From an optimization exercise on the open Yosys and OpenROAD flow, aimed at small area; shortcuts taken in it are not production practice.
The RTL was checked by simulation tests, not by an equivalence proof against the original design.
Power figures rest on the tool's default switching activity, not on a simulated workload.

==> flow/run.sh <==
#!/bin/bash
# synth_recipe.tcl (not shown) runs the flow's synth.tcl, then flattens the netlist and writes it again
# the make line also repeats each setting of config.mk as NAME=value (left out here)
make -C /OpenROAD-flow-scripts/flow DESIGN_CONFIG=/design/flow/config.mk WORK_HOME=/design/flow/orfs CLKGATE_MAP_FILE= SYNTH_SCRIPT=/design/flow/synth_recipe.tcl finish
==> flow/config.mk <==
export PLATFORM = sky130hd
export DESIGN_NAME = multicycle_cobra_core
export DESIGN_NICKNAME = multicycle_cobra_core
export VERILOG_FILES = /design/flow/design.v
export SDC_FILE = /design/flow/constraint.sdc
export NUM_CORES = 4
export LEC_CHECK = 0
export CAP_MARGIN = 20
export CORE_MARGIN = 2
export CORE_UTILIZATION = 60
export CTS_BUF_LIST = sky130_fd_sc_hd__clkbuf_4
export CTS_CLUSTER_SIZE = 20
export PLACE_DENSITY = 0.7
export SLEW_MARGIN = 20
==> flow/constraint.sdc <==
create_clock -name core_clock -period 10.0 [get_ports {clk}]
set_input_delay 2.0000 -clock core_clock [delete_from_list [all_inputs] [get_ports {clk}]]
set_output_delay 2.0000 -clock core_clock [all_outputs]
set_load 0.01 [all_outputs]
==> flow/design.v <==
module multicycle_cobra_core #(
   parameter int XLEN = 32,
   parameter int PC_W = 8
) (
   input  logic            clk,
   input  logic            rst,
   output logic            imem_req,
   output logic [PC_W-1:0] imem_addr,
   input  logic            imem_ack,
   input  logic [31:0]     imem_rdata,
   input  logic            in_valid,
   output logic            in_ready,
   input  logic [XLEN-1:0] in_data,
   output logic [XLEN-1:0] out_data,
   output logic            out_valid
);
   localparam logic [1:0] S_CLR = 2'd0, S_FETCH = 2'd1, S_READY = 2'd2;
   logic [4:0]      ph;           
   logic [1:0]      st;
   logic            act;          
   logic            r2;           
   logic [PC_W-1:0] pc;
   logic [31:0]     ir;
   logic            carry_r, neq_r;
   logic [4:0]      sh;           
   logic [31:0]     osr;          
   logic        ir_b, ir_c;
   logic [1:0]  ir_ws;
   logic [4:0]  op, ra1, ra2, wa;
   logic [7:0]  off;
   assign ir_b  = ir[31];
   assign ir_c  = ir[30];
   assign ir_ws = ir[29:28];
   assign op    = ir[27:23];
   assign ra1   = ir[22:18];
   assign ra2   = ir[17:13];
   assign off   = ir[12:5];
   assign wa    = ir[4:0];
   logic [31:0] tails;            
   logic        clr, wr_now, wbit;
   assign clr = (st == S_CLR);
   assign tails[0] = 1'b0;
   genvar gi;
   generate
      for (gi = 1; gi < 32; gi++) begin : g_rf
         logic [31:0] ring;
         logic        we;
         assign we = clr | (wr_now && wa == 5'(gi));
         always_ff @(posedge clk)
            ring <= {(we ? wbit : ring[0]), ring[31:1]};
         assign tails[gi] = ring[0];
      end
   endgenerate
   logic a, b;
   assign a = tails[ra1];
   assign b = tails[ra2];
   logic is_shl, is_shr, is_sra, is_slt, multi, sub;
   assign is_shl = (op == 5'b00001);
   assign is_shr = (op == 5'b00101) || (op == 5'b01101);
   assign is_sra = (op == 5'b01101);
   assign is_slt = (op[4:1] == 4'b0001);
   assign multi  = (ir_ws == 2'b11) && (is_shl || is_shr || is_slt);
   assign sub    = op[3] | op[1];
   logic ph0, ph31;
   logic bb, cin, sum, cout, neq_cur, ltu, lts, lt, eq, flag;
   assign ph0  = (ph == 5'd0);
   assign ph31 = (ph == 5'd31);
   assign bb      = b ^ sub;
   assign cin     = ph0 ? sub : carry_r;
   assign sum     = a ^ bb ^ cin;
   assign cout    = (a & bb) | (a & cin) | (bb & cin);
   assign neq_cur = (~ph0 & neq_r) | (a ^ b);
   assign ltu  = ~cout;
   assign lts  = (a ^ b) ? a : ltu;
   assign lt   = op[0] ? ltu : lts;
   assign eq   = ~neq_cur;
   assign flag = (op[4:3] == 2'b11) &&
                 (op[2] ? ((op[1] ? ltu : lts) ^ op[0]) : (~op[1] & (eq ^ op[0])));
   logic [4:0] tap_idx;
   logic       tap, resbit;
   assign tap_idx = is_shr ? sh : (5'd0 - sh);
   assign tap     = (is_shl && sh == 5'd0) ? a : osr[tap_idx];
   always_comb begin
      case (op)
         5'b00000, 5'b01000:          resbit = sum;
         5'b00100:                    resbit = a ^ b;
         5'b00110:                    resbit = a | b;
         5'b00111:                    resbit = a & b;
         5'b00010, 5'b00011:          resbit = ph0 & carry_r;
         5'b00001, 5'b00101, 5'b01101: resbit = tap;
         default:                     resbit = 1'b0;
      endcase
   end
   logic [31:0] imm_sx;
   assign imm_sx = {{9{ir[27]}}, ir[27:5]};
   always_comb begin
      if (clr)                    wbit = 1'b0;
      else if (ir_ws == 2'b01)    wbit = in_data[ph];
      else if (ir_ws == 2'b10)    wbit = imm_sx[ph];
      else                        wbit = resbit;
   end
   logic ins;
   assign ins = is_shl ? (r2 & a) : is_shr ? (r2 ? (is_sra & osr[31]) : a) : resbit;
   logic A, last, fire, take;
   logic [PC_W-1:0] npc;
   assign A    = act | (st == S_READY && ph0 && !(ir_ws == 2'b01 && !in_valid));
   assign last = act && ph31 && (!multi || r2);
   assign wr_now = A && (ir_ws != 2'b00) && (!multi || r2);
   always_comb begin
      fire = 1'b0;
      if (ir_ws == 2'b11 && A) begin
         if (is_shl)      fire = r2 && (ph == ~sh);
         else if (is_shr) fire = (sh == 5'd0) ? (!r2 && ph31) : (r2 && ph == sh - 5'd1);
         else if (is_slt) fire = r2 && ph31;
         else             fire = ph31;
      end
   end
   assign take = ir_b | (ir_c & flag);
   assign npc  = pc + (take ? PC_W'($signed(off)) : PC_W'(1));
   assign imem_req  = (st == S_FETCH) || (clr && ph31) || last;
   assign imem_addr = last ? npc : pc;
   assign in_ready  = act && ph31 && (ir_ws == 2'b01);
   assign out_data  = osr;
   logic got;
   assign got = imem_req & imem_ack;
   always_ff @(posedge clk or posedge rst) begin
      if (rst) begin
         ph        <= '0;
         st        <= S_CLR;
         act       <= 1'b0;
         r2        <= 1'b0;
         pc        <= '0;
         out_valid <= 1'b0;
      end else begin
         ph        <= ph + 5'd1;
         act       <= A && !ph31;
         if (act && ph31) r2 <= multi && !r2;
         pc        <= imem_addr;
         out_valid <= fire;
         case (st)
            S_CLR:   if (ph31) st <= got ? S_READY : S_FETCH;
            S_FETCH: if (got) st <= S_READY;
            default: if (last && !got) st <= S_FETCH;
         endcase
      end
   end
   always_ff @(posedge clk) begin
      if (got) ir <= imem_rdata;
      carry_r <= ph31 ? lt : cout;
      neq_r   <= neq_cur;
      if (A && !r2 && ph < 5'd5) sh <= {b, sh[4:1]};
      osr     <= {ins, osr[31:1]};
   end
endmodule
==> results_tabular.tex, run 1 <==
\begin{tabular}{lr}
\hline
Metric & Value \\
\hline
\multicolumn{2}{l}{\textbf{Global route}} \\
\quad Global-route total usage across every layer & 0.1934 \\
\quad Antenna violations before repair & 4 \\
\quad GRT Residual Overflow & 0 \\
\quad Pin count of the biggest net entering global routing & 33 \\
\quad Vias in the first global route & 12920 \\
\quad Global-route wire length before repair & 65.97 mm \\
\multicolumn{2}{l}{\textbf{Synthesis}} \\
\quad Number of synthesized flops with an enable pin & 37 \\
\quad Syn Inst Count & 1615 \\
\quad Post-synthesis async set-or-reset flop share & 0.01665 \\
\quad Synthesized net count & 1699 \\
\quad Top-area cell type share of the netlist area & 0.7891 \\
\quad Combined area of all synthesized cells & 26030 um2 \\
\quad Synth top area cells & sky130\_fd\_sc\_hd\_\_dfxtp\_1 (79\%), sky130\_fd\_sc\_hd\_\_edfxtp\_1 (4.3\%), sky130\_fd\_sc\_hd\_\_mux4\_2 (2.2\%) \\
\quad Most used DFF post-synth & sky130\_fd\_sc\_hd\_\_dfxtp\_1 \\
\quad Register bit total from synthesis & 1081 \\
\quad Cell taking the most area after synthesis & sky130\_fd\_sc\_hd\_\_dfxtp\_1 \\
\quad Seq/Total Area, Yosys & 0.8491 \\
\quad Synth cell types & 79 \\
\quad Mean post-synth cell area & 16.12 um2 \\
\quad Number of warnings issued by yosys & 1 \\
\multicolumn{2}{l}{\textbf{Worst hold path}} \\
\quad Min-Delay Startpoint & g\_rf[24].ring[27]\$\_DFF\_P\_ \\
\quad Hold Path Class & reg2reg \\
\multicolumn{2}{l}{\textbf{Placed design}} \\
\quad Routability Congestion & 0.8595 \\
\quad Pre-CTS setup slack & 1.817 ns \\
\quad Standard cell area after detailed placement & 27580 um2 \\
\quad Count of port buffers added during placement & 110 \\
\quad Placed wire-length estimate & 24.27 mm \\
\multicolumn{2}{l}{\textbf{Worst setup path}} \\
\quad Top fanout value on the critical path & 10 \\
\quad Req. time, crit path & 8.00 ns \\
\quad Crit start category & flop \\
\quad Capturing element type of the critical path & primary output \\
\quad Data arrival, critical path & 7.20 ns \\
\quad CP Launch Point & ir[13]\$\_DFFE\_PP\_ \\
\quad Worst setup path category & reg2out \\
\quad Reg2reg start & ir[13]\$\_DFFE\_PP\_ \\
\multicolumn{2}{l}{\textbf{Power}} \\
\quad Power density normalized to cell area & 249.7 nW/um2 \\
\quad Clock share of power & 0.410 \\
\quad Fraction of power consumed by combinational cells & 0.010 \\
\quad Net switching component of the power & 1.576 mW \\
\quad Part of the power in registers & 0.580 \\
\quad Worst vdd rail ir drop & 159.7 uV \\
\quad Switch share & 0.2070 \\
\quad P\_leak & 12.35 nW \\
\quad Cell-internal power & 6.038 mW \\
\multicolumn{2}{l}{\textbf{STA}} \\
\quad Worst hold margin & 0.3027 ns \\
\quad PnR worst setup slack & 0.8048 ns \\
\quad Highest clock rate & 0.1088 GHz \\
\quad Fin crit share & 0.9195 \\
\quad Clock Skew & 0.03918 ns \\
\quad Final Slew Violations & 0 \\
\quad Count of endpoints failing hold in the final timing report & 0 \\
\quad Slew Limit Headroom & 0.2495 \\
\quad Final TNS setup & 0 ns \\
\quad Setup violation total in the final timing report & 0 \\
\quad Tmin final & 9.195 ns \\
\quad Setup repair after global routing missed its margin & no \\
\quad Transition time at the pin with the least slew margin & 1.123 ns \\
\multicolumn{2}{l}{\textbf{Clocking}} \\
\quad \# H-tree levels & 4 \\
\quad Maximum clock insertion buffer count & 3 \\
\quad Clock tree from TritonCTS & built \\
\quad PostCTS Resize Cnt & 0 \\
\quad Clock-pin slew of the registers on the worst-case setup and hold paths & 0.07 ns \\
\quad Clock latency at the later pin of the worst-skew pair & 1.01 ns \\
\quad Root buffer cell & sky130\_fd\_sc\_hd\_\_clkbuf\_4 \\
\quad Hold-fix buffer count after cts & 0 \\
\quad Number of sinks driven by the clock tree & 1081 \\
\quad Clock buffer count from CTS & 229 \\
\quad Postcts setup bufs & 0 \\
\multicolumn{2}{l}{\textbf{Job}} \\
\quad Maximum Capacitance Violations & 0 \\
\multicolumn{2}{l}{\textbf{Detailed routing}} \\
\quad First drt pass iteration count & 5 \\
\quad Routed via count divided by cell count & 4.668 \\
\quad Final wirelength & 41.45 mm \\
\quad Via total after detailed routing & 12440 \\
\quad Remaining antenna violation count & 0 \\
\quad Initial detailed-routing violation count & 511 \\
\quad Final routed DRC violation total & 0 \\
\quad WL/cell & 15.55 um \\
\multicolumn{2}{l}{\textbf{Die}} \\
\quad Initial core utilization & 0.6056 \\
\quad Die outline area & 45060 um2 \\
\quad Horiz. Die Dim & 212.3 um \\
\quad Ports & 111 \\
\quad Core area & 42980 um2 \\
\quad Number of rows created at floorplan & 76 \\
\quad Y dimension of the die & 212.3 um \\
\multicolumn{2}{l}{\textbf{Cells and area}} \\
\quad Fill cell instance count of the final layout & 2868 \\
\quad Finished Cell Area & 30500 um2 \\
\quad End-of-flow core utilization & 0.7095 \\
\quad Final nets & 1993 \\
\quad Area growth from synthesis to layout & 17.17\% \\
\quad Share of post-route cells with drive strength above 1 & 0.1966 \\
\multicolumn{2}{l}{\textbf{Status}} \\
\quad Run status & timing/DRC/antenna clean \\
\hline
\end{tabular}
-- sequential cells by signal, indices dropped and copies added (netlist names) --
register / count
g_rf.ring: 992
ir: 32
osr: 32
pc: 8
ph: 5
sh: 5
st: 2
act: 1
carry_r: 1
neq_r: 1
out_valid: 1
r2: 1
-- layout by cell type, fill, tap and decap left out, types with 4 or more instances in the layout --
| master | instances |
|---|---|
| sky130_fd_sc_hd__a21oi_1 | 51 |
| sky130_fd_sc_hd__a22oi_1 | 4 |
| sky130_fd_sc_hd__a31oi_1 | 9 |
| sky130_fd_sc_hd__and2_1 | 9 |
| sky130_fd_sc_hd__and3_1 | 6 |
| sky130_fd_sc_hd__buf_4 | 6 |
| sky130_fd_sc_hd__clkbuf_4 | 336 |
| sky130_fd_sc_hd__clkdlybuf4s50_1 | 110 |
| sky130_fd_sc_hd__clkinv_1 | 42 |
| sky130_fd_sc_hd__clkinv_2 | 5 |
| sky130_fd_sc_hd__dfrtp_1 | 18 |
| sky130_fd_sc_hd__dfxtp_1 | 1026 |
| sky130_fd_sc_hd__diode_2 | 5 |
| sky130_fd_sc_hd__edfxtp_1 | 37 |
| sky130_fd_sc_hd__ha_1 | 14 |
| sky130_fd_sc_hd__inv_1 | 21 |
| sky130_fd_sc_hd__mux2i_1 | 27 |
| sky130_fd_sc_hd__mux4_2 | 26 |
| sky130_fd_sc_hd__nand2_1 | 59 |
| sky130_fd_sc_hd__nand2b_1 | 8 |
| sky130_fd_sc_hd__nand3_1 | 12 |
| sky130_fd_sc_hd__nand3b_1 | 5 |
| sky130_fd_sc_hd__nor2_1 | 50 |
| sky130_fd_sc_hd__nor2b_1 | 14 |
| sky130_fd_sc_hd__nor3_1 | 7 |
| sky130_fd_sc_hd__nor4_1 | 4 |
| sky130_fd_sc_hd__o21ai_0 | 21 |
| sky130_fd_sc_hd__o31a_1 | 31 |
| sky130_fd_sc_hd__o31ai_1 | 6 |
| sky130_fd_sc_hd__or3_1 | 6 |
| sky130_fd_sc_hd__xnor2_1 | 11 |
| sky130_fd_sc_hd__xor2_1 | 8 |
-- path summary, 6_finish.rpt --
kind	depth (start not counted)	slack, ns	endpoint
worst max register to register	21	4.29	pc[6]$_DFF_PP0_
max in group asynchronous	2	8.02	pc[4]$_DFF_PP0_
worst min-delay path	0	0.30	g_rf[24].ring[26]$_DFF_P_
min in group asynchronous	2	1.48	out_valid$_DFF_PP0_
worst min register to register	0	0.30	g_rf[24].ring[26]$_DFF_P_
worst max-delay path	22	0.80	imem_addr[6]
-- critical path: stages, from the launching register on --
cell	delay [ns]
sky130_fd_sc_hd__edfxtp_1	0.77
sky130_fd_sc_hd__mux4_2	0.60
sky130_fd_sc_hd__mux4_2	0.46
sky130_fd_sc_hd__mux2i_1	0.34
sky130_fd_sc_hd__xor2_1	0.23
sky130_fd_sc_hd__fa_1	0.25
sky130_fd_sc_hd__inv_1	0.06
sky130_fd_sc_hd__and3_1	0.17
sky130_fd_sc_hd__a211oi_1	0.23
sky130_fd_sc_hd__a21oi_1	0.12
sky130_fd_sc_hd__a21oi_1	0.61
sky130_fd_sc_hd__or2_2	0.22
sky130_fd_sc_hd__ha_1	0.17
sky130_fd_sc_hd__inv_1	0.06
sky130_fd_sc_hd__fa_1	0.40
sky130_fd_sc_hd__inv_1	0.07
sky130_fd_sc_hd__a21oi_1	0.06
sky130_fd_sc_hd__o21bai_1	0.19
sky130_fd_sc_hd__a21o_1	0.16
sky130_fd_sc_hd__a21oi_1	0.07
sky130_fd_sc_hd__xor2_1	0.14
sky130_fd_sc_hd__o21ai_0	0.23
sky130_fd_sc_hd__clkdlybuf4s50_1	0.60
-- final cells by class --
| type | count | area (um2) | area share |
|---|---|---|---|
| repair buffers | 116 | 1146 | 0.03758 |
| multi-input cells | 460 | 3527 | 0.1157 |
| well taps | 585 | 732.0 | 0.02400 |
| flip-flops and latches | 1081 | 22100 | 0.7247 |
| inverters | 21 | 78.83 | 0.002585 |
| clock buffers | 336 | 2522 | 0.08271 |
| clock inverters | 61 | 376.6 | 0.01235 |
| diodes | 5 | 12.51 | 0.0004103 |
-- cell usage after synthesis (5+ instances only) --
| cell type | count |
|---|---|
| sky130_fd_sc_hd__a21oi_1 | 51 |
| sky130_fd_sc_hd__a31oi_1 | 9 |
| sky130_fd_sc_hd__and2_1 | 10 |
| sky130_fd_sc_hd__and3_1 | 6 |
| sky130_fd_sc_hd__buf_2 | 14 |
| sky130_fd_sc_hd__buf_4 | 6 |
| sky130_fd_sc_hd__buf_6 | 11 |
| sky130_fd_sc_hd__clkbuf_1 | 14 |
| sky130_fd_sc_hd__clkbuf_2 | 5 |
| sky130_fd_sc_hd__dfrtp_1 | 18 |
| sky130_fd_sc_hd__dfxtp_1 | 1026 |
| sky130_fd_sc_hd__edfxtp_1 | 37 |
| sky130_fd_sc_hd__ha_1 | 14 |
| sky130_fd_sc_hd__inv_1 | 21 |
| sky130_fd_sc_hd__mux2i_1 | 27 |
| sky130_fd_sc_hd__mux4_2 | 26 |
| sky130_fd_sc_hd__nand2_1 | 59 |
| sky130_fd_sc_hd__nand2b_1 | 8 |
| sky130_fd_sc_hd__nand3_1 | 12 |
| sky130_fd_sc_hd__nand3b_1 | 5 |
| sky130_fd_sc_hd__nor2_1 | 51 |
| sky130_fd_sc_hd__nor2b_1 | 15 |
| sky130_fd_sc_hd__nor3_1 | 7 |
| sky130_fd_sc_hd__o21ai_0 | 21 |
| sky130_fd_sc_hd__o31a_1 | 31 |
| sky130_fd_sc_hd__o31ai_1 | 6 |
| sky130_fd_sc_hd__or3_1 | 6 |
| sky130_fd_sc_hd__xnor2_1 | 11 |
| sky130_fd_sc_hd__xor2_1 | 8 |
-- cell families (layout without fill, tap and decap cells) --
group	count (synthesis)	count (layout)	synth area share
flip-flops	1081	1081	0.8491
AND/OR/NAND/NOR	203	203	0.04067
AO/OA/AOI/OAI	165	165	0.04379
buffers and inverters	74	534	0.01658
multiplexers	57	57	0.03519
XOR/XNOR	19	19	0.006393
adder cells (fa/ha/maj)	16	16	0.008268
other	0	5	0
-- through the flow --
stage,instances,power (mW)
floorplan,1615,4.533
global placement,2263,4.585
detailed placement,2263,4.587
CTS,2660,7.739
global route,2664,7.978
finish,2665,7.614
-- power by group through the flow --
| stage | clock [mW] | combinational, mW | sequential, mW |
|---|---|---|---|
| 4_1_cts | 3.25 | 0.0742 | 4.42 |
| 6_report | 3.12 | 0.0744 | 4.42 |
| 3_5_place_dp | 0 | 0.0734 | 4.51 |
| 5_1_grt | 3.48 | 0.0797 | 4.42 |
| 3_3_place_gp | 0 | 0.0728 | 4.51 |
| 2_1_floorplan | 0 | 0.0275 | 4.51 |
-- metal layers --
metal / vias to the layer above / GRT usage / part of all wire
li1: 6141 / - / -
met1: 5922 / 0.2496 / 0.47
met2: 319 / 0.2881 / 0.44
met3: 55 / 0.07533 / 0.065
met4: 4 / 0.09139 / 0.018
met5: - / 0 / 0.00065
==> run 2, diff against run 1 <==
--- a/flow/config.mk
+++ b/flow/config.mk
@@ -10,4 +10,4 @@
 export CORE_UTILIZATION = 60
-export CTS_BUF_LIST = sky130_fd_sc_hd__clkbuf_4
-export CTS_CLUSTER_SIZE = 20
+export CTS_BUF_LIST = sky130_fd_sc_hd__clkbuf_8
+export CTS_CLUSTER_SIZE = 30
 export PLACE_DENSITY = 0.7
==> run 2 against run 1 <==
Against the previous run:
- still clean on timing, DRC and antenna
- clock skew shrank 0.011 ns
- critical path depth stayed put
- hold slack got worse by 0.0042 ns
- global-route usage up 0.14 points
- sequential share of layout area down 0.30 points
- fmax up 2.5%
- first-iteration DRC count is 16% higher
- cell area increased by 0.42%
- via count down 4.2%
- largest cell class unchanged
==> results_tabular.tex, run 2 <==
\begin{tabular}{lr}
\hline
Metric & Value \\
\hline
\multicolumn{2}{l}{\textbf{Status}} \\
\quad Run status & timing/DRC/antenna clean (unchanged) \\
\multicolumn{2}{l}{\textbf{Detailed routing}} \\
\quad First drt pass iteration count & 5 (unchanged) \\
\quad Initial detailed-routing violation count & 591 (was 511) \\
\quad Final wirelength & 42.06 mm (was 41.45 mm) \\
\quad Routed via count divided by cell count & 4.718 (was 4.668) \\
\quad Remaining antenna violation count & 0 (unchanged) \\
\quad Via total after detailed routing & 11920 (was 12440) \\
\quad WL/cell & 16.65 um (was 15.55 um) \\
\quad Final routed DRC violation total & 0 (unchanged) \\
\multicolumn{2}{l}{\textbf{Power}} \\
\quad Power density normalized to cell area & 255.3 nW/um2 (was 249.7 nW/um2) \\
\quad P\_leak & 12.38 nW (was 12.35 nW) \\
\quad Clock share of power & 0.425 (was 0.410) \\
\quad Switch share & 0.2017 (was 0.2070) \\
\quad Cell-internal power & 6.241 mW (was 6.038 mW) \\
\quad Fraction of power consumed by combinational cells & 0.009 (was 0.010) \\
\quad Worst vdd rail ir drop & 219.2 uV (was 159.7 uV) \\
\quad Part of the power in registers & 0.565 (was 0.580) \\
\quad Net switching component of the power & 1.577 mW (was 1.576 mW) \\
\multicolumn{2}{l}{\textbf{Synthesis}} \\
\quad Number of synthesized flops with an enable pin & 37 (unchanged) \\
\quad Synth top area cells & sky130\_fd\_sc\_hd\_\_dfxtp\_1 (79\%), sky130\_fd\_sc\_hd\_\_edfxtp\_1 (4.3\%), sky130\_fd\_sc\_hd\_\_mux4\_2 (2.2\%) (unchanged) \\
\quad Combined area of all synthesized cells & 26030 um2 (unchanged) \\
\quad Register bit total from synthesis & 1081 (unchanged) \\
\quad Seq/Total Area, Yosys & 0.8491 (unchanged) \\
\quad Most used DFF post-synth & sky130\_fd\_sc\_hd\_\_dfxtp\_1 (unchanged) \\
\quad Number of warnings issued by yosys & 1 (unchanged) \\
\quad Synthesized net count & 1699 (unchanged) \\
\quad Cell taking the most area after synthesis & sky130\_fd\_sc\_hd\_\_dfxtp\_1 (unchanged) \\
\quad Post-synthesis async set-or-reset flop share & 0.01665 (unchanged) \\
\quad Mean post-synth cell area & 16.12 um2 (unchanged) \\
\quad Most used standard cells in the synthesized netlist & sky130\_fd\_sc\_hd\_\_dfxtp\_1 (1026), sky130\_fd\_sc\_hd\_\_nand2\_1 (59), sky130\_fd\_sc\_hd\_\_a21oi\_1 (51), sky130\_fd\_sc\_hd\_\_nor2\_1 (51), sky130\_fd\_sc\_hd\_\_edfxtp\_1 (37) (unchanged) \\
\quad Synth cell types & 79 (unchanged) \\
\quad Top-area cell type share of the netlist area & 0.7891 (unchanged) \\
\quad Syn Inst Count & 1615 (unchanged) \\
\quad Most common cell in the synthesized netlist & sky130\_fd\_sc\_hd\_\_dfxtp\_1 (unchanged) \\
\multicolumn{2}{l}{\textbf{Placed design}} \\
\quad Count of port buffers added during placement & 110 (unchanged) \\
\quad Standard cell area after detailed placement & 27580 um2 (unchanged) \\
\quad Routability Congestion & 0.8595 (unchanged) \\
\quad Placed wire-length estimate & 24.27 mm (unchanged) \\
\multicolumn{2}{l}{\textbf{STA}} \\
\quad Fin crit share & 0.8975 (was 0.9195) \\
\quad Tmin final & 8.975 ns (was 9.195 ns) \\
\quad Slew Limit Headroom & 0.2814 (was 0.2495) \\
\quad Count of endpoints failing hold in the final timing report & 0 (unchanged) \\
\quad Transition time at the pin with the least slew margin & 1.076 ns (was 1.123 ns) \\
\quad Final TNS setup & 0 ns (unchanged) \\
\quad Setup violation total in the final timing report & 0 (unchanged) \\
\quad Worst hold margin & 0.2984 ns (was 0.3027 ns) \\
\quad Setup repair after global routing missed its margin & no (unchanged) \\
\quad Highest clock rate & 0.1114 GHz (was 0.1088 GHz) \\
\quad Clock Skew & 0.02860 ns (was 0.03918 ns) \\
\quad Final Slew Violations & 0 (unchanged) \\
\multicolumn{2}{l}{\textbf{Global route}} \\
\quad GRT Residual Overflow & 0 (unchanged) \\
\quad Antenna violations before repair & 1 (was 4) \\
\quad Pin count of the biggest net entering global routing & 33 (unchanged) \\
\quad Vias in the first global route & 12310 (was 12920) \\
\quad Global-route total usage across every layer & 0.1948 (was 0.1934) \\
\quad Global-route wire length before repair & 66.03 mm (was 65.97 mm) \\
\multicolumn{2}{l}{\textbf{Cells and area}} \\
\quad Regs by FF count & g\_rf.ring x992, ir x32, osr x32 (unchanged) \\
\quad Area growth from synthesis to layout & 17.66\% (was 17.17\%) \\
\quad Finished Cell Area & 30620 um2 (was 30500 um2) \\
\quad Largest register FFs & 992 (unchanged) \\
\quad Most used cells in the layout excluding fill and tap cells & sky130\_fd\_sc\_hd\_\_dfxtp\_1 (1026), sky130\_fd\_sc\_hd\_\_clkbuf\_8 (174), sky130\_fd\_sc\_hd\_\_clkdlybuf4s50\_1 (110) (was sky130\_fd\_sc\_hd\_\_dfxtp\_1 (1026), sky130\_fd\_sc\_hd\_\_clkbuf\_4 (336), sky130\_fd\_sc\_hd\_\_clkdlybuf4s50\_1 (110)) \\
\quad Share of post-route cells with drive strength above 1 & 0.1346 (was 0.1966) \\
\quad Final nets & 1913 (was 1993) \\
\quad Top register by number of flip-flops & g\_rf.ring (unchanged) \\
\quad Commonest non-fill, non-tap cell in the layout & sky130\_fd\_sc\_hd\_\_dfxtp\_1 (unchanged) \\
\multicolumn{2}{l}{\textbf{Die}} \\
\quad Horiz. Die Dim & 212.3 um (unchanged) \\
\quad Y dimension of the die & 212.3 um (unchanged) \\
\quad Ports & 111 (unchanged) \\
\quad Number of rows created at floorplan & 76 (unchanged) \\
\quad Die outline area & 45060 um2 (unchanged) \\
\quad Initial core utilization & 0.6056 (unchanged) \\
\quad Core area & 42980 um2 (unchanged) \\
\multicolumn{2}{l}{\textbf{Clocking}} \\
\quad Maximum clock insertion buffer count & 3 (unchanged) \\
\quad \# H-tree levels & 4 (unchanged) \\
\quad Number of sinks driven by the clock tree & 1081 (unchanged) \\
\quad Clock-pin slew of the registers on the worst-case setup and hold paths & 0.06 ns (was 0.07 ns) \\
\quad Hold-fix buffer count after cts & 0 (unchanged) \\
\quad Clock buffer count from CTS & 149 (was 229) \\
\quad Root buffer cell & sky130\_fd\_sc\_hd\_\_clkbuf\_8 (was sky130\_fd\_sc\_hd\_\_clkbuf\_4) \\
\quad PostCTS Resize Cnt & 0 (unchanged) \\
\quad Postcts setup bufs & 0 (unchanged) \\
\quad Clock tree from TritonCTS & built (unchanged) \\
\quad Clock latency at the later pin of the worst-skew pair & 0.76 ns (was 1.01 ns) \\
\multicolumn{2}{l}{\textbf{Worst hold path}} \\
\quad Hold Path Class & reg2reg (unchanged) \\
\quad Hold depth & 0 (unchanged) \\
\quad Worst hold path endpoint & g\_rf[25].ring[16]\$\_DFF\_P\_ (was g\_rf[24].ring[26]\$\_DFF\_P\_) \\
\quad Min-Delay Startpoint & g\_rf[25].ring[17]\$\_DFF\_P\_ (was g\_rf[24].ring[27]\$\_DFF\_P\_) \\
\multicolumn{2}{l}{\textbf{Worst setup path}} \\
\quad Capture instance of the worst register-to-register path & pc[6]\$\_DFF\_PP0\_ (unchanged) \\
\quad Req. time, crit path & 8.00 ns (about the same) \\
\quad Capturing element type of the critical path & primary output (unchanged) \\
\quad Worst setup path category & reg2out (unchanged) \\
\quad Reg2reg start & ir[13]\$\_DFFE\_PP\_ (unchanged) \\
\quad Register-to-register setup slack & 4.26 ns (was 4.29 ns) \\
\quad Top fanout value on the critical path & 10 (unchanged) \\
\quad Crit start category & flop (unchanged) \\
\quad Data arrival, critical path & 6.98 ns (was 7.20 ns) \\
\quad FF-to-FF path depth & 21 (unchanged) \\
\multicolumn{2}{l}{\textbf{Job}} \\
\quad Maximum Capacitance Violations & 0 (unchanged) \\
\hline
\end{tabular}
==> run 2: cell families after synthesis <==
| kind of cell | Yosys count | synth area share |
|---|---|---|
| multiplexers | 57 | 0.03519 |
| buffers and inverters | 74 | 0.01658 |
| XOR/XNOR | 19 | 0.006393 |
| adder cells (fa/ha/maj) | 16 | 0.008268 |
| AND/OR/NAND/NOR | 203 | 0.04067 |
| flip-flops | 1081 | 0.8491 |
| AO/OA/AOI/OAI | 165 | 0.04379 |
==> run 2: metal layers <==
metal  vias up  part of all wire  GRT usage
met5         -           0.00031          0
met4         2             0.017    0.07596
met3        58             0.070    0.07282
met2       340              0.44     0.2932
met1      5668              0.47     0.2575
li1       5850                 -          -
==> run 2: area by class of cell <==
class | instances | area [um2]
antenna | 2 | 5.005
clock buffer | 174 | 2395
clock inverter | 87 | 639.4
multi-input combinational | 460 | 3527
inverter | 21 | 78.83
sequential | 1081 | 22100
fill | 2776 | 12360
tap | 585 | 732.0
timing repair buffer | 116 | 1146
==> run 2: power groups by stage <==
stage / Combinational, mW / Sequential, mW / Clock [mW]
floorplan: 0.0275 / 4.51 / 0
global placement: 0.0728 / 4.51 / 0
detailed placement: 0.0734 / 4.51 / 0
CTS: 0.0741 / 4.42 / 3.43
global route: 0.0796 / 4.42 / 3.62
finish: 0.0741 / 4.42 / 3.32
==> run 2: worst max path at each step <==
stage,start,to,depth (start not counted)
floorplan,ir[13]$_DFFE_PP_,imem_addr[6],22
global placement,ir[13]$_DFFE_PP_,imem_addr[6],22
detailed placement,ir[13]$_DFFE_PP_,imem_addr[6],22
CTS,ir[13]$_DFFE_PP_,imem_addr[6],22
global route,ir[13]$_DFFE_PP_,imem_addr[6],22
finish,ir[13]$_DFFE_PP_,imem_addr[6],22
==> run 2: critical path: stages (launching register included) <==
cell and delay, ns:
sky130_fd_sc_hd__edfxtp_1 0.79, sky130_fd_sc_hd__mux4_2 0.61, sky130_fd_sc_hd__mux4_2 0.47, sky130_fd_sc_hd__mux2i_1 0.33, sky130_fd_sc_hd__xor2_1 0.23, sky130_fd_sc_hd__fa_1 0.25
sky130_fd_sc_hd__inv_1 0.06, sky130_fd_sc_hd__and3_1 0.17, sky130_fd_sc_hd__a211oi_1 0.22, sky130_fd_sc_hd__a21oi_1 0.11, sky130_fd_sc_hd__a21oi_1 0.63, sky130_fd_sc_hd__or2_2 0.23
sky130_fd_sc_hd__ha_1 0.17, sky130_fd_sc_hd__inv_1 0.06, sky130_fd_sc_hd__fa_1 0.40, sky130_fd_sc_hd__inv_1 0.07, sky130_fd_sc_hd__a21oi_1 0.05, sky130_fd_sc_hd__o21bai_1 0.19
sky130_fd_sc_hd__a21o_1 0.16, sky130_fd_sc_hd__a21oi_1 0.07, sky130_fd_sc_hd__xor2_1 0.14, sky130_fd_sc_hd__o21ai_0 0.21, sky130_fd_sc_hd__clkdlybuf4s50_1 0.59
==> run 2: stage by stage <==
stage | worst slack, ns | std cells | util | total power [mW]
after detailed placement | 1.817 | 2263 | 0.6416 | 4.587
after global routing | 0.5336 | 2524 | 0.7124 | 8.124
after global placement | 1.902 | 2263 | 0.6415 | 4.585
final | 1.025 | 2526 | 0.7125 | 7.818
after floorplan | 3.238 | 1615 | - | 4.533
after CTS | 0.9551 | 2524 | 0.7122 | 7.926
==> run 3, diff against run 2 <==
--- a/flow/config.mk
+++ b/flow/config.mk
@@ -9,6 +9,4 @@
 export CORE_MARGIN = 2
-export CORE_UTILIZATION = 60
-export CTS_BUF_LIST = sky130_fd_sc_hd__clkbuf_8
-export CTS_CLUSTER_SIZE = 30
-export PLACE_DENSITY = 0.7
+export CORE_UTILIZATION = 25
+export PLACE_DENSITY = 0.45
 export SLEW_MARGIN = 20
==> run 3 against run 2 <==
Against the previous run:
- still clean on timing, DRC and antenna
- clock power grew 22%
- cell area increased by 5.4%
- register-to-register slack got worse by 0.03 ns
- global-route usage is 12 points lower
- sequential cell count did not move
- via count is 0.31% lower
- area after synthesis unchanged
==> results_tabular.tex, run 3 <==
\begin{tabular}{lr}
\hline
Metric & Value \\
\hline
\multicolumn{2}{l}{\textbf{Status}} \\
\quad Run status & timing/DRC/antenna clean (unchanged) \\
\multicolumn{2}{l}{\textbf{Placed design}} \\
\quad Count of port buffers added during placement & 110 (unchanged) \\
\quad Routability Congestion & 0.8202 (was 0.8595) \\
\quad Placed wire-length estimate & 25.84 mm (was 24.27 mm) \\
\quad Standard cell area after detailed placement & 28570 um2 (was 27580 um2) \\
\multicolumn{2}{l}{\textbf{Synthesis}} \\
\quad Synthesized net count & 1699 (unchanged) \\
\quad Mean post-synth cell area & 16.12 um2 (unchanged) \\
\quad Synth top area cells & sky130\_fd\_sc\_hd\_\_dfxtp\_1 (79\%), sky130\_fd\_sc\_hd\_\_edfxtp\_1 (4.3\%), sky130\_fd\_sc\_hd\_\_mux4\_2 (2.2\%) (unchanged) \\
\quad Most common cell in the synthesized netlist & sky130\_fd\_sc\_hd\_\_dfxtp\_1 (unchanged) \\
\quad Most used DFF post-synth & sky130\_fd\_sc\_hd\_\_dfxtp\_1 (unchanged) \\
\quad Post-synthesis async set-or-reset flop share & 0.01665 (unchanged) \\
\quad Seq/Total Area, Yosys & 0.8491 (unchanged) \\
\quad Number of warnings issued by yosys & 1 (unchanged) \\
\quad Register bit total from synthesis & 1081 (unchanged) \\
\quad Combined area of all synthesized cells & 26030 um2 (unchanged) \\
\quad Syn Inst Count & 1615 (unchanged) \\
\quad Top-area cell type share of the netlist area & 0.7891 (unchanged) \\
\quad Most used standard cells in the synthesized netlist & sky130\_fd\_sc\_hd\_\_dfxtp\_1 (1026), sky130\_fd\_sc\_hd\_\_nand2\_1 (59), sky130\_fd\_sc\_hd\_\_a21oi\_1 (51), sky130\_fd\_sc\_hd\_\_nor2\_1 (51), sky130\_fd\_sc\_hd\_\_edfxtp\_1 (37) (unchanged) \\
\quad Cell taking the most area after synthesis & sky130\_fd\_sc\_hd\_\_dfxtp\_1 (unchanged) \\
\quad Synth cell types & 79 (unchanged) \\
\quad Number of synthesized flops with an enable pin & 37 (unchanged) \\
\multicolumn{2}{l}{\textbf{Die}} \\
\quad Number of rows created at floorplan & 118 (was 76) \\
\quad Horiz. Die Dim & 326.7 um (was 212.3 um) \\
\quad Core area & 103300 um2 (was 42980 um2) \\
\quad Y dimension of the die & 326.7 um (was 212.3 um) \\
\quad Ports & 111 (unchanged) \\
\quad Die outline area & 106700 um2 (was 45060 um2) \\
\quad Initial core utilization & 0.2519 (was 0.6056) \\
\multicolumn{2}{l}{\textbf{Clocking}} \\
\quad Root buffer cell & sky130\_fd\_sc\_hd\_\_clkbuf\_16 (was sky130\_fd\_sc\_hd\_\_clkbuf\_8) \\
\quad Number of sinks driven by the clock tree & 1081 (unchanged) \\
\quad Maximum clock insertion buffer count & 3 (unchanged) \\
\quad Clock-pin slew of the registers on the worst-case setup and hold paths & 0.07 ns (was 0.06 ns) \\
\quad Postcts setup bufs & 0 (unchanged) \\
\quad Hold-fix buffer count after cts & 0 (unchanged) \\
\quad PostCTS Resize Cnt & 0 (unchanged) \\
\quad \# H-tree levels & 3 (was 4) \\
\quad Clock buffer count from CTS & 102 (was 149) \\
\quad Clock latency at the later pin of the worst-skew pair & 0.66 ns (was 0.76 ns) \\
\quad Clock tree from TritonCTS & built (unchanged) \\
\multicolumn{2}{l}{\textbf{Global route}} \\
\quad Vias in the first global route & 12180 (was 12310) \\
\quad Global-route total usage across every layer & 0.07975 (was 0.1948) \\
\quad Global-route track usage on met3 & 0.02125 (was 0.07282) \\
\quad Global-route wire length before repair & 67.81 mm (was 66.03 mm) \\
\quad Pin count of the biggest net entering global routing & 33 (unchanged) \\
\quad Antenna violations before repair & 0 (was 1) \\
\quad Global routing usage on met1 & 0.1053 (was 0.2575) \\
\quad Most used routing layer in global routing & met2 (unchanged) \\
\quad Grt met2 use & 0.1204 (was 0.2932) \\
\quad GRT Residual Overflow & 0 (unchanged) \\
\multicolumn{2}{l}{\textbf{STA}} \\
\quad Count of endpoints failing hold in the final timing report & 0 (unchanged) \\
\quad Clock Skew & 0.04991 ns (was 0.02860 ns) \\
\quad Tmin final & 8.894 ns (was 8.975 ns) \\
\quad Setup violation total in the final timing report & 0 (unchanged) \\
\quad Final TNS setup & 0 ns (unchanged) \\
\quad Highest clock rate & 0.1124 GHz (was 0.1114 GHz) \\
\quad Fin crit share & 0.8894 (was 0.8975) \\
\quad Transition time at the pin with the least slew margin & 1.037 ns (was 1.076 ns) \\
\quad Final Slew Violations & 0 (unchanged) \\
\quad Setup repair after global routing missed its margin & no (unchanged) \\
\quad Slew Limit Headroom & 0.3071 (was 0.2814) \\
\multicolumn{2}{l}{\textbf{Worst setup path}} \\
\quad Crit-path leading delay family & compound AO/OA/AOI/OAI gates (unchanged) \\
\quad Crit start category & flop (unchanged) \\
\quad CP Cell Sequence & mux4\_2, mux4\_2, mux2i\_1, xor2\_1, fa\_1, inv\_1, and3\_1, a211oi\_1, a21oi\_1, a21oi\_1, or2\_2, ha\_1, inv\_1, fa\_1, inv\_1, a21oi\_1, o21bai\_1, a21o\_1, a21oi\_1, xor2\_1, o21ai\_0, clkdlybuf4s50\_1 (unchanged) \\
\quad Data arrival, critical path & 6.89 ns (was 6.98 ns) \\
\quad Number of gates on the worst path with buffers counted & 22 (unchanged) \\
\quad CP Launch Point & ir[13]\$\_DFFE\_PP\_ (unchanged) \\
\quad Most frequent cell on the critical path & sky130\_fd\_sc\_hd\_\_a21oi\_1 (unchanged) \\
\quad Capturing element type of the critical path & primary output (unchanged) \\
\quad Number of buffer and inverter instances along the worst setup path & 4 (unchanged) \\
\quad Capture instance of the worst register-to-register path & pc[6]\$\_DFF\_PP0\_ (unchanged) \\
\quad Top fanout value on the critical path & 10 (unchanged) \\
\quad Reg2reg start & ir[13]\$\_DFFE\_PP\_ (unchanged) \\
\quad Critical Path Max Stage Delay & 0.71 ns (was 0.79 ns) \\
\quad FF-to-FF path depth & 21 (unchanged) \\
\quad Worst-path cell with the longest stage delay & sky130\_fd\_sc\_hd\_\_edfxtp\_1 (unchanged) \\
\quad Register-to-register setup slack & 4.23 ns (was 4.26 ns) \\
\quad Req. time, crit path & 8.00 ns (about the same) \\
\quad Worst setup path category & reg2out (unchanged) \\
\multicolumn{2}{l}{\textbf{Detailed routing}} \\
\quad WL/cell & 12.95 um (was 16.65 um) \\
\quad First drt pass iteration count & 5 (unchanged) \\
\quad Final wirelength & 42.09 mm (was 42.06 mm) \\
\quad Initial detailed-routing violation count & 603 (was 591) \\
\quad Via total after detailed routing & 11880 (was 11920) \\
\quad Remaining antenna violation count & 0 (unchanged) \\
\quad Routed via count divided by cell count & 3.656 (was 4.718) \\
\quad Final routed DRC violation total & 0 (unchanged) \\
\multicolumn{2}{l}{\textbf{Cells and area}} \\
\quad Area growth from synthesis to layout & 24.04\% (was 17.66\%) \\
\quad Most used cells in the layout excluding fill and tap cells & sky130\_fd\_sc\_hd\_\_dfxtp\_1 (1026), sky130\_fd\_sc\_hd\_\_clkdlybuf4s50\_1 (110), sky130\_fd\_sc\_hd\_\_clkbuf\_16 (108) (was sky130\_fd\_sc\_hd\_\_dfxtp\_1 (1026), sky130\_fd\_sc\_hd\_\_clkbuf\_8 (174), sky130\_fd\_sc\_hd\_\_clkdlybuf4s50\_1 (110)) \\
\quad Largest register FFs & 992 (unchanged) \\
\quad Register area & 22100 um2 (unchanged) \\
\quad Multi-input combinational cell area & 3521 um2 (was 3527 um2) \\
\quad Share of post-route cells with drive strength above 1 & 0.1231 (was 0.1346) \\
\quad Finished Cell Area & 32290 um2 (was 30620 um2) \\
\quad Final nets & 1866 (was 1913) \\
\quad Fill cell instance count of the final layout & 10050 (was 2776) \\
\quad Commonest non-fill, non-tap cell in the layout & sky130\_fd\_sc\_hd\_\_dfxtp\_1 (unchanged) \\
\quad Top register by number of flip-flops & g\_rf.ring (unchanged) \\
\quad Regs by FF count & g\_rf.ring x992, ir x32, osr x32 (unchanged) \\
\multicolumn{2}{l}{\textbf{Worst hold path}} \\
\quad Hold Path Class & reg2reg (unchanged) \\
\quad Worst hold path endpoint & g\_rf[27].ring[1]\$\_DFF\_P\_ (was g\_rf[25].ring[16]\$\_DFF\_P\_) \\
\quad Hold depth & 0 (unchanged) \\
\quad Min-Delay Startpoint & g\_rf[27].ring[2]\$\_DFF\_P\_ (was g\_rf[25].ring[17]\$\_DFF\_P\_) \\
\multicolumn{2}{l}{\textbf{Job}} \\
\quad Maximum Capacitance Violations & 0 (unchanged) \\
\multicolumn{2}{l}{\textbf{Power}} \\
\quad Final Total Pwr & 8.537 mW (was 7.818 mW) \\
\quad Worst vdd rail ir drop & 162.3 uV (was 219.2 uV) \\
\quad P\_leak & 12.47 nW (was 12.38 nW) \\
\quad Power density normalized to cell area & 264.4 nW/um2 (was 255.3 nW/um2) \\
\hline
\end{tabular}
run 3: cell counts after synthesis:
No cell type changed its count.
run 3: through the flow:
stage / worst slack [ns] / utilization / hold WS (ns) / std cells
2_1_floorplan: 3.238 / - / 0.3096 / 1615
3_5_place_dp: 1.697 / 0.2765 / 0.3121 / 3058
3_3_place_gp: 1.889 / 0.2764 / 0.3099 / 3058
5_1_grt: 0.5323 / 0.3124 / 0.2893 / 3248
6_report: 1.106 / 0.3124 / 0.2823 / 3250
4_1_cts: 0.9350 / 0.3124 / 0.2790 / 3248
run 3: routing by layer:
metal,vias to the layer above,wire length [um]
li1,5735,-
met1,5745,20270
met2,314,18230
met3,87,2327
met4,0,1254
met5,-,0
run 3: logic make-up (layout without fill, tap and decap cells):
| group | Yosys count | count (layout) | share of synthesized area |
|---|---|---|---|
| xor+xnor | 19 | 19 | 0.006393 |
| simple gates | 203 | 203 | 0.04067 |
| other cells | 0 | 2 | 0 |
| fa+ha+maj | 16 | 16 | 0.008268 |
| compound gates | 165 | 165 | 0.04379 |
| mux | 57 | 57 | 0.03519 |
| buf+inv | 74 | 327 | 0.01658 |
| flops | 1081 | 1081 | 0.8491 |
run 3: cell type report:
| class | count | share of cell area |
|---|---|---|
| Antenna cell | 2 | 0.0001550 |
| Clock buffer | 142 | 0.09448 |
| Clock inverter | 48 | 0.02038 |
| Inverter | 21 | 0.002441 |
| Multi-Input combinational cell | 460 | 0.1090 |
| Sequential cell | 1081 | 0.6845 |
| Tap cell | 1380 | 0.05348 |
| Timing Repair Buffer | 116 | 0.03550 |
run 3: how the worst max path moves through the flow:
| stage | end | slack (ns) |
|---|---|---|
| after floorplan | imem_addr[6] | 3.24 |
| after global placement | imem_addr[6] | 1.89 |
| after detailed placement | imem_addr[6] | 1.70 |
| after CTS | imem_addr[6] | 0.93 |
| after global routing | imem_addr[6] | 0.53 |
| final | imem_addr[6] | 1.11 |
run 3: power breakdown:
group          internal (mW)  switching, mW
clock network           2.44           1.60
registers               4.40         0.0223
logic                 0.0427         0.0311
total                   6.88           1.66
==> run 4, diff against run 3 <==
==> flow/flow/run.sh (new file) <==
#!/bin/bash
# Standard ORFS layout; only the clock-tree options and the port buffer cell are changed.
set -euo pipefail
export CTS_ARGS="-sink_clustering_enable -repair_clock_nets -dont_use_dummy_load -sink_clustering_size 40 -sink_clustering_max_diameter 50 -buf_list sky130_fd_sc_hd__clkbuf_16"
export BUFFER_PORTS_ARGS="-buffer_cell sky130_fd_sc_hd__buf_1"
bash standard.sh > standard.log 2>&1
==> flow/standard.sh (new file) <==
#!/bin/bash
# synth_recipe.tcl (not shown) runs the flow's synth.tcl, then flattens the netlist and writes it again
# the make line also repeats each setting of config.mk as NAME=value (left out here)
make -C /OpenROAD-flow-scripts/flow DESIGN_CONFIG=/design/flow/config.mk WORK_HOME=/design/flow/orfs CLKGATE_MAP_FILE= SYNTH_SCRIPT=/design/flow/synth_recipe.tcl "${@:-finish}"
--- a/flow/config.mk
+++ b/flow/config.mk
@@ -9,4 +9,4 @@
 export CORE_MARGIN = 2
-export CORE_UTILIZATION = 25
-export PLACE_DENSITY = 0.45
+export CORE_UTILIZATION = 60
+export PLACE_DENSITY = 0.7
 export SLEW_MARGIN = 20
removed: flow/run.sh
==> run 4 against run 3 <==
Against the previous run:
- clock skew up 0.019 ns
- sequential cell count unchanged
- still clean on timing, DRC and antenna
- synthesized cell count unchanged
- count of clock-buffer cells in the layout fell by 92
- total power is 23% lower
- sequential share of layout area is 10 points higher
- first-iteration DRC count rose by 17%
- utilization is 34 points higher
- highest routed layer is now met5
- area after synthesis stayed put
- largest power group unchanged
==> results_tabular.tex, run 4 <==
\begin{tabular}{lr}
\hline
Metric & Value \\
\hline
\multicolumn{2}{l}{\textbf{Status}} \\
\quad Run status & timing/DRC/antenna clean (unchanged) \\
\multicolumn{2}{l}{\textbf{Synthesis}} \\
\quad Mux share of post-synthesis cell area & 0.03519 (unchanged) \\
\quad Compound-Gate Fraction of Synth Area & 0.04379 (unchanged) \\
\quad Number of warnings issued by yosys & 1 (unchanged) \\
\quad Syn Inst Count & 1615 (unchanged) \\
\quad Dominant combinational cell family by area after synthesis & compound AO/OA/AOI/OAI gates (unchanged) \\
\quad Mean post-synth cell area & 16.12 um2 (unchanged) \\
\quad Cell taking the most area after synthesis & sky130\_fd\_sc\_hd\_\_dfxtp\_1 (unchanged) \\
\quad Synthesized net count & 1699 (unchanged) \\
\quad Post-synthesis async set-or-reset flop share & 0.01665 (unchanged) \\
\quad Register bit total from synthesis & 1081 (unchanged) \\
\quad Top-area cell type share of the netlist area & 0.7891 (unchanged) \\
\quad Post-synthesis simple-gate area fraction & 0.04067 (unchanged) \\
\quad Seq/Total Area, Yosys & 0.8491 (unchanged) \\
\quad Synth top area cells & sky130\_fd\_sc\_hd\_\_dfxtp\_1 (79\%), sky130\_fd\_sc\_hd\_\_edfxtp\_1 (4.3\%), sky130\_fd\_sc\_hd\_\_mux4\_2 (2.2\%) (unchanged) \\
\quad Share of the synthesized netlist area taken by xor and xnor gates & 0.006393 (unchanged) \\
\quad Fraction of the mapped netlist area in adder cells & 0.008268 (unchanged) \\
\quad Combined area of all synthesized cells & 26030 um2 (unchanged) \\
\quad Number of synthesized flops with an enable pin & 37 (unchanged) \\
\quad Most used standard cells in the synthesized netlist & sky130\_fd\_sc\_hd\_\_dfxtp\_1 (1026), sky130\_fd\_sc\_hd\_\_nand2\_1 (59), sky130\_fd\_sc\_hd\_\_a21oi\_1 (51), sky130\_fd\_sc\_hd\_\_nor2\_1 (51), sky130\_fd\_sc\_hd\_\_edfxtp\_1 (37) (unchanged) \\
\quad Synth cell types & 79 (unchanged) \\
\quad Most used DFF post-synth & sky130\_fd\_sc\_hd\_\_dfxtp\_1 (unchanged) \\
\quad Most common cell in the synthesized netlist & sky130\_fd\_sc\_hd\_\_dfxtp\_1 (unchanged) \\
\multicolumn{2}{l}{\textbf{Die}} \\
\quad Die outline area & 45060 um2 (was 106700 um2) \\
\quad Initial core utilization & 0.6056 (was 0.2519) \\
\quad Ports & 111 (unchanged) \\
\quad Horiz. Die Dim & 212.3 um (was 326.7 um) \\
\quad Core area & 42980 um2 (was 103300 um2) \\
\quad Y dimension of the die & 212.3 um (was 326.7 um) \\
\quad Number of rows created at floorplan & 76 (was 118) \\
\multicolumn{2}{l}{\textbf{Cells and area}} \\
\quad Most used cells in the layout excluding fill and tap cells & sky130\_fd\_sc\_hd\_\_dfxtp\_1 (1026), sky130\_fd\_sc\_hd\_\_buf\_1 (110), sky130\_fd\_sc\_hd\_\_nand2\_1 (59) (was sky130\_fd\_sc\_hd\_\_dfxtp\_1 (1026), sky130\_fd\_sc\_hd\_\_clkdlybuf4s50\_1 (110), sky130\_fd\_sc\_hd\_\_clkbuf\_16 (108)) \\
\quad Area growth from synthesis to layout & 8.152\% (was 24.04\%) \\
\quad Final nets & 1814 (was 1866) \\
\quad Commonest non-fill, non-tap cell in the layout & sky130\_fd\_sc\_hd\_\_dfxtp\_1 (unchanged) \\
\quad Top register by number of flip-flops & g\_rf.ring (unchanged) \\
\quad Regs by FF count & g\_rf.ring x992, ir x32, osr x32 (unchanged) \\
\quad Largest register FFs & 992 (unchanged) \\
\quad Share of post-route cells with drive strength above 1 & 0.05903 (was 0.1231) \\
\multicolumn{2}{l}{\textbf{STA}} \\
\quad Transition time at the pin with the least slew margin & 1.053 ns (was 1.037 ns) \\
\quad Setup repair after global routing missed its margin & no (unchanged) \\
\quad Slew Limit Headroom & 0.2965 (was 0.3071) \\
\quad Final TNS setup & 0 ns (unchanged) \\
\quad Clock Skew & 0.06889 ns (was 0.04991 ns) \\
\quad Final Slew Violations & 0 (unchanged) \\
\quad PnR worst setup slack & 1.631 ns (was 1.106 ns) \\
\quad Highest clock rate & 0.1195 GHz (was 0.1124 GHz) \\
\quad Tmin final & 8.369 ns (was 8.894 ns) \\
\quad Worst hold margin & 0.2599 ns (was 0.2823 ns) \\
\quad Count of endpoints failing hold in the final timing report & 0 (unchanged) \\
\quad Fin crit share & 0.8369 (was 0.8894) \\
\quad Setup violation total in the final timing report & 0 (unchanged) \\
\multicolumn{2}{l}{\textbf{Job}} \\
\quad Maximum Capacitance Violations & 0 (unchanged) \\
\multicolumn{2}{l}{\textbf{Detailed routing}} \\
\quad Remaining antenna violation count & 0 (unchanged) \\
\quad Routed via count divided by cell count & 4.861 (was 3.656) \\
\quad First drt pass iteration count & 5 (unchanged) \\
\quad Initial detailed-routing violation count & 704 (was 603) \\
\quad Final wirelength & 38.51 mm (was 42.09 mm) \\
\quad Final routed DRC violation total & 0 (unchanged) \\
\quad WL/cell & 16.63 um (was 12.95 um) \\
\quad Via total after detailed routing & 11250 (was 11880) \\
\multicolumn{2}{l}{\textbf{Worst setup path}} \\
\quad Number of buffer and inverter instances along the worst setup path & 2 (was 4) \\
\quad Capturing element type of the critical path & primary output (unchanged) \\
\quad Worst-path cell with the longest stage delay & sky130\_fd\_sc\_hd\_\_edfxtp\_1 (unchanged) \\
\quad Crit-path leading delay family & compound AO/OA/AOI/OAI gates (unchanged) \\
\quad Req. time, crit path & 8.00 ns (about the same) \\
\quad Most frequent cell on the critical path & sky130\_fd\_sc\_hd\_\_a21oi\_1 (unchanged) \\
\quad Data arrival, critical path & 6.37 ns (was 6.89 ns) \\
\quad Critical Path Max Stage Delay & 0.77 ns (was 0.71 ns) \\
\quad Worst setup path category & reg2out (unchanged) \\
\quad CP Cell Sequence & mux4\_2, mux4\_2, mux2i\_1, xor2\_1, fa\_1, inv\_1, and3\_1, a211oi\_1, a21oi\_1, a21oi\_1, nor2b\_1, ha\_1, a21o\_1, a21oi\_1, o21bai\_1, a21oi\_1, nand3b\_1, and3b\_1, mux2i\_1, xnor2\_1, buf\_1 (was mux4\_2, mux4\_2, mux2i\_1, xor2\_1, fa\_1, inv\_1, and3\_1, a211oi\_1, a21oi\_1, a21oi\_1, or2\_2, ha\_1, inv\_1, fa\_1, inv\_1, a21oi\_1, o21bai\_1, a21o\_1, a21oi\_1, xor2\_1, o21ai\_0, clkdlybuf4s50\_1) \\
\quad Crit start category & flop (unchanged) \\
\quad Register-to-register setup slack & 4.29 ns (was 4.23 ns) \\
\quad Top fanout value on the critical path & 10 (unchanged) \\
\multicolumn{2}{l}{\textbf{Clocking}} \\
\quad Hold-fix buffer count after cts & 0 (unchanged) \\
\quad Number of sinks driven by the clock tree & 1081 (unchanged) \\
\quad Maximum clock insertion buffer count & 3 (unchanged) \\
\quad Clock latency at the later pin of the worst-skew pair & 0.63 ns (was 0.66 ns) \\
\quad \# H-tree levels & 2 (was 3) \\
\quad Clock tree from TritonCTS & built (unchanged) \\
\quad Postcts setup bufs & 0 (unchanged) \\
\quad Root buffer cell & sky130\_fd\_sc\_hd\_\_clkbuf\_16 (unchanged) \\
\quad Clock buffer count from CTS & 50 (was 102) \\
\quad PostCTS Resize Cnt & 0 (unchanged) \\
\quad Clock-pin slew of the registers on the worst-case setup and hold paths & 0.12 ns (was 0.07 ns) \\
\multicolumn{2}{l}{\textbf{Power}} \\
\quad Power density normalized to cell area & 232.3 nW/um2 (was 264.4 nW/um2) \\
\quad Clock share of power & 0.316 (was 0.474) \\
\quad P\_leak & 10.97 nW (was 12.47 nW) \\
\quad Fraction of power consumed by combinational cells & 0.008 (was 0.009) \\
\quad Part of the power in registers & 0.675 (was 0.518) \\
\quad Worst vdd rail ir drop & 194.2 uV (was 162.3 uV) \\
\quad Switch share & 0.1882 (was 0.1942) \\
\quad Cell-internal power & 5.308 mW (was 6.879 mW) \\
\quad Net switching component of the power & 1.231 mW (was 1.658 mW) \\
\multicolumn{2}{l}{\textbf{Worst hold path}} \\
\quad Hold Path Class & reg2reg (unchanged) \\
\multicolumn{2}{l}{\textbf{Global route}} \\
\quad Pin count of the biggest net entering global routing & 41 (was 33) \\
\quad Global-route wire length before repair & 60.52 mm (was 67.81 mm) \\
\quad Global-route total usage across every layer & 0.1743 (was 0.07975) \\
\quad GRT Residual Overflow & 0 (unchanged) \\
\quad Antenna violations before repair & 2 (was 0) \\
\quad Vias in the first global route & 11090 (was 12180) \\
\multicolumn{2}{l}{\textbf{Placed design}} \\
\quad Routability Congestion & 0.8233 (was 0.8202) \\
\quad Count of port buffers added during placement & 110 (unchanged) \\
\quad Pre-CTS setup slack & 2.206 ns (was 1.697 ns) \\
\quad Placed wire-length estimate & 23.75 mm (was 25.84 mm) \\
\hline
\end{tabular}
[run 4: cell types whose count changed in the layout (fill, tap and decap cells not counted), sizes merged]
| cell | previous run | this run |
|---|---|---|
| clkdlybuf4s50 | 110 | 0 |
| clkinvlp | 3 | 0 |
| clkinv | 25 | 0 |
| bufinv | 11 | 0 |
| clkbuf | 142 | 50 |
| inv | 30 | 21 |
| buf | 6 | 116 |
[run 4: cells by family after synthesis]
family | after synthesis
DFF | 1081
and+or+nand+nor | 203
AOI/OAI and AO/OA | 165
buffers and inverters | 74
muxes | 57
xor gates and xnor gates | 19
adders and majority gates | 16
[run 4: metal layers]
| layer | routed length, um | global-route usage |
|---|---|---|
| met2 | 16590 | 0.2695 |
| met3 | 2307 | 0.03722 |
| met4 | 884 | 0.05498 |
| met1 | 18710 | 0.2485 |
| met5 | 14 | 0 |
[run 4: path summary, 6_finish.rpt]
kind                                     startpoint                       end  cells past startpoint
hold / removal             g_rf[6].ring[27]$_DFF_P_  g_rf[6].ring[26]$_DFF_P_                      0
max in group asynchronous                       rst         st[1]$_DFFE_PP0P_                      2
hold reg to reg            g_rf[6].ring[27]$_DFF_P_  g_rf[6].ring[26]$_DFF_P_                      0
setup reg to reg                   ir[13]$_DFFE_PP_           pc[6]$_DFF_PP0_                     21
min in group asynchronous                       rst           pc[2]$_DFF_PP0_                      2
setup / recovery                   ir[13]$_DFFE_PP_              imem_addr[7]                     21
[run 4: cell type report]
| cell class | instances | area (um2) |
|---|---|---|
| flip-flops and latches | 1081 | 22100 |
| well taps | 585 | 732.0 |
| multi-input cells | 460 | 3525 |
| diodes | 2 | 5.005 |
| fillers | 3023 | 14830 |
| clock buffers | 50 | 1251 |
| inverters | 21 | 78.83 |
| repair buffers | 116 | 457.9 |
[run 4: power by group through the flow]
stage | Sequential, mW | Clock, mW | Combinational, mW
floorplan | 4.51 | 0 | 0.0275
global placement | 4.51 | 0 | 0.0520
global route | 4.43 | 2.28 | 0.0586
finish | 4.42 | 2.07 | 0.0532
detailed placement | 4.51 | 0 | 0.0528
CTS | 4.42 | 2.13 | 0.0535
[run 4: metrics by stage]
step | cells | util | power (mW) | cell area (um2)
after floorplan | 1615 | - | 4.533 | 26030
after global placement | 2263 | 0.6255 | 4.564 | 26880
after detailed placement | 2263 | 0.6257 | 4.568 | 26890
after CTS | 2313 | 0.6548 | 6.605 | 28150
after global routing | 2313 | 0.6548 | 6.761 | 28150
final | 2315 | 0.6550 | 6.538 | 28150
==> run 5, diff against run 4 <==
==> flow/flow/run.sh (replaced) <==
#!/bin/bash
# Standard ORFS layout; only the clock-tree options and the port buffer cell are changed.
set -euo pipefail
export CTS_ARGS="-sink_clustering_enable -repair_clock_nets -dont_use_dummy_load -sink_clustering_size 32 -sink_clustering_max_diameter 50 -buf_list sky130_fd_sc_hd__clkbuf_16"
export BUFFER_PORTS_ARGS="-buffer_cell sky130_fd_sc_hd__buf_1"
bash standard.sh > standard.log 2>&1
--- a/flow/config.mk
+++ b/flow/config.mk
@@ -7,2 +7,3 @@
 export LEC_CHECK = 0
+export ABC_AREA = 1
 export CAP_MARGIN = 20
==> run 5 against run 4 <==
Against the previous run:
- setup slack gained 0.70 ns
- non-clock buffer count shrank 5
- area after synthesis shrank 1.8%
- first-iteration DRC count grew 17%
- global-route usage is essentially flat
- critical path type unchanged
- total power grew 5.8%
- die area shrank 1.8%
- count of clock-buffer cells in the layout grew 3
- still clean on timing, DRC and antenna
- utilization grew 0.68 points
==> results_tabular.tex, run 5 <==
\begin{tabular}{lr}
\hline
Metric & Value \\
\hline
\multicolumn{2}{l}{\textbf{Status}} \\
\quad Run status & timing/DRC/antenna clean (unchanged) \\
\multicolumn{2}{l}{\textbf{Cells and area}} \\
\quad Largest register FFs & 992 (unchanged) \\
\quad Fill cell instance count of the final layout & 3004 (was 3023) \\
\quad Regs by FF count & g\_rf.ring x992, ir x32, osr x32 (unchanged) \\
\quad Top register by number of flip-flops & g\_rf.ring (unchanged) \\
\quad Final nets & 1977 (was 1814) \\
\quad Area growth from synthesis to layout & 8.867\% (was 8.152\%) \\
\multicolumn{2}{l}{\textbf{Worst setup path}} \\
\quad Top fanout value on the critical path & 17 (was 10) \\
\quad Capturing element type of the critical path & primary output (unchanged) \\
\quad Reg2reg start & ir[13]\$\_DFFE\_PP\_ (unchanged) \\
\quad Crit-path leading delay family & simple AND/OR/NAND/NOR gates (was compound AO/OA/AOI/OAI gates) \\
\quad Critical Path Max Stage Delay & 0.61 ns (was 0.77 ns) \\
\quad Worst-path cell with the longest stage delay & sky130\_fd\_sc\_hd\_\_edfxtp\_1 (unchanged) \\
\quad Number of buffer and inverter instances along the worst setup path & 5 (was 2) \\
\quad Req. time, crit path & 8.00 ns (about the same) \\
\multicolumn{2}{l}{\textbf{Synthesis}} \\
\quad Most used standard cells in the synthesized netlist & sky130\_fd\_sc\_hd\_\_dfxtp\_1 (1026), sky130\_fd\_sc\_hd\_\_nand2\_1 (162), sky130\_fd\_sc\_hd\_\_nand3\_1 (105), sky130\_fd\_sc\_hd\_\_nor2\_1 (82), sky130\_fd\_sc\_hd\_\_inv\_1 (65) (was sky130\_fd\_sc\_hd\_\_dfxtp\_1 (1026), sky130\_fd\_sc\_hd\_\_nand2\_1 (59), sky130\_fd\_sc\_hd\_\_a21oi\_1 (51), sky130\_fd\_sc\_hd\_\_nor2\_1 (51), sky130\_fd\_sc\_hd\_\_edfxtp\_1 (37)) \\
\quad Seq/Total Area, Yosys & 0.8648 (was 0.8491) \\
\quad Synthesized net count & 1847 (was 1699) \\
\quad Synth cell types & 47 (was 79) \\
\quad Register bit total from synthesis & 1081 (unchanged) \\
\multicolumn{2}{l}{\textbf{STA}} \\
\quad Setup repair after global routing missed its margin & no (unchanged) \\
\quad Tmin final & 7.665 ns (was 8.369 ns) \\
\quad Count of endpoints failing hold in the final timing report & 0 (unchanged) \\
\quad Setup violation total in the final timing report & 0 (unchanged) \\
\quad Clock Skew & 0.08115 ns (was 0.06889 ns) \\
\quad Final TNS setup & 0 ns (unchanged) \\
\quad Transition time at the pin with the least slew margin & 0.7860 ns (was 1.053 ns) \\
\quad Slew Limit Headroom & 0.4754 (was 0.2965) \\
\quad Fin crit share & 0.7665 (was 0.8369) \\
\multicolumn{2}{l}{\textbf{Clocking}} \\
\quad Maximum clock insertion buffer count & 3 (unchanged) \\
\quad Clock buffer count from CTS & 53 (was 50) \\
\quad Clock latency at the later pin of the worst-skew pair & 0.62 ns (was 0.63 ns) \\
\quad Root buffer cell & sky130\_fd\_sc\_hd\_\_clkbuf\_16 (unchanged) \\
\multicolumn{2}{l}{\textbf{Placed design}} \\
\quad Placed wire-length estimate & 24.38 mm (was 23.75 mm) \\
\quad Count of port buffers added during placement & 110 (unchanged) \\
\multicolumn{2}{l}{\textbf{Detailed routing}} \\
\quad Final routed DRC violation total & 0 (unchanged) \\
\quad Routed via count divided by cell count & 4.813 (was 4.861) \\
\quad WL/cell & 15.83 um (was 16.63 um) \\
\quad Final wirelength & 38.48 mm (was 38.51 mm) \\
\quad Via total after detailed routing & 11700 (was 11250) \\
\multicolumn{2}{l}{\textbf{Power}} \\
\quad Power density normalized to cell area & 248.6 nW/um2 (was 232.3 nW/um2) \\
\quad Worst vdd rail ir drop & 202.8 uV (was 194.2 uV) \\
\quad P\_leak & 11.13 nW (was 10.97 nW) \\
\multicolumn{2}{l}{\textbf{Job}} \\
\quad Maximum Capacitance Violations & 0 (unchanged) \\
\multicolumn{2}{l}{\textbf{Die}} \\
\quad Y dimension of the die & 210.4 um (was 212.3 um) \\
\quad Ports & 111 (unchanged) \\
\quad Number of rows created at floorplan & 75 (was 76) \\
\multicolumn{2}{l}{\textbf{Global route}} \\
\quad Global-route wire length before repair & 59.73 mm (was 60.52 mm) \\
\quad Vias in the first global route & 11270 (was 11090) \\
\hline
\end{tabular}
==> run 5: cell types whose count changed after synthesis, moves of 10 or more <==
cell,before,now
sky130_fd_sc_hd__a21oi_2,0,10
sky130_fd_sc_hd__mux4_2,26,0
sky130_fd_sc_hd__mux2i_1,27,0
sky130_fd_sc_hd__o31a_1,31,0
sky130_fd_sc_hd__o21ai_0,21,57
sky130_fd_sc_hd__and2_1,10,0
sky130_fd_sc_hd__inv_1,21,65
sky130_fd_sc_hd__nand2_1,59,162
sky130_fd_sc_hd__nor2_1,51,82
sky130_fd_sc_hd__nand3_1,12,105
sky130_fd_sc_hd__nor2b_1,15,0
==> run 5: how the worst max path moves through the flow <==
| stage | from | to | slack (ns) | depth (start not counted) |
|---|---|---|---|---|
| 2_1_floorplan | ir[13]$_DFFE_PP_ | imem_addr[6] | 3.91 | 26 |
| 3_3_place_gp | ph[0]$_DFF_PP0_ | imem_addr[7] | 2.90 | 29 |
| 5_1_grt | ir[13]$_DFFE_PP_ | imem_addr[6] | 1.77 | 26 |
| 4_1_cts | ph[0]$_DFF_PP0_ | imem_addr[7] | 2.12 | 29 |
| 6_report | ir[13]$_DFFE_PP_ | imem_addr[6] | 2.33 | 26 |
| 3_5_place_dp | ph[0]$_DFF_PP0_ | imem_addr[7] | 2.77 | 29 |
==> run 5: stage by stage <==
stage	setup slack, ns	hold slack, ns	std cells	power [mW]
floorplan	3.909	0.3096	1763	4.823
global placement	2.896	0.3099	2377	4.890
detailed placement	2.766	0.3121	2377	4.899
CTS	2.120	0.2611	2430	6.988
global route	1.767	0.2628	2430	7.175
finish	2.335	0.2585	2431	6.917
==> run 5: kinds of logic (layout without fill, tap and decap cells) <==
kind of cell / Yosys count / count (layout) / share of synthesized area
and+or+nand+nor: 366 / 366 / 0.06140
other: 0 / 1 / 0
buffers and inverters: 107 / 235 / 0.01728
xor gates and xnor gates: 14 / 14 / 0.004798
adders and majority gates: 16 / 16 / 0.008421
AOI/OAI and AO/OA: 179 / 179 / 0.04328
DFF: 1081 / 1081 / 0.8648
==> run 5: final cells by class <==
cell class                 instances  area (um2)  share of cell area
antenna                            1       2.502          0.00008994
clock buffer                      53        1326             0.04767
inverter                          71       266.5            0.009579
multi-input combinational        575        3029              0.1089
sequential                      1081       22100              0.7944
tap                              539       674.4             0.02424
timing repair buffer             111       420.4             0.01511
==> run 5: report_power, final <==
part	internal, mW	leakage [nW]	switching, mW	total (mW)
sequential	4.58	8.89	0.0740	4.65
clock	0.943	0.653	1.17	2.12
combinational	0.0471	1.59	0.102	0.149
==> run 5: per-layer routing <==
metal | global-route usage | up-vias | part of all wire
met4 | 0.05634 | 2 | 0.021
li1 | - | 5896 | -
met2 | 0.2666 | 278 | 0.43
met1 | 0.2509 | 5454 | 0.49
met5 | 0 | - | 0.00034
met3 | 0.03784 | 70 | 0.060

Re-timed with assumed drivers on the ports (clkbuf_16 on the clock, buf_2 on other inputs), run 5 has 2.281 ns of setup slack against 2.335 ns with ideal ports, and 2.916 ns once port delays also move by the mid clock arrival of 0.635 ns.
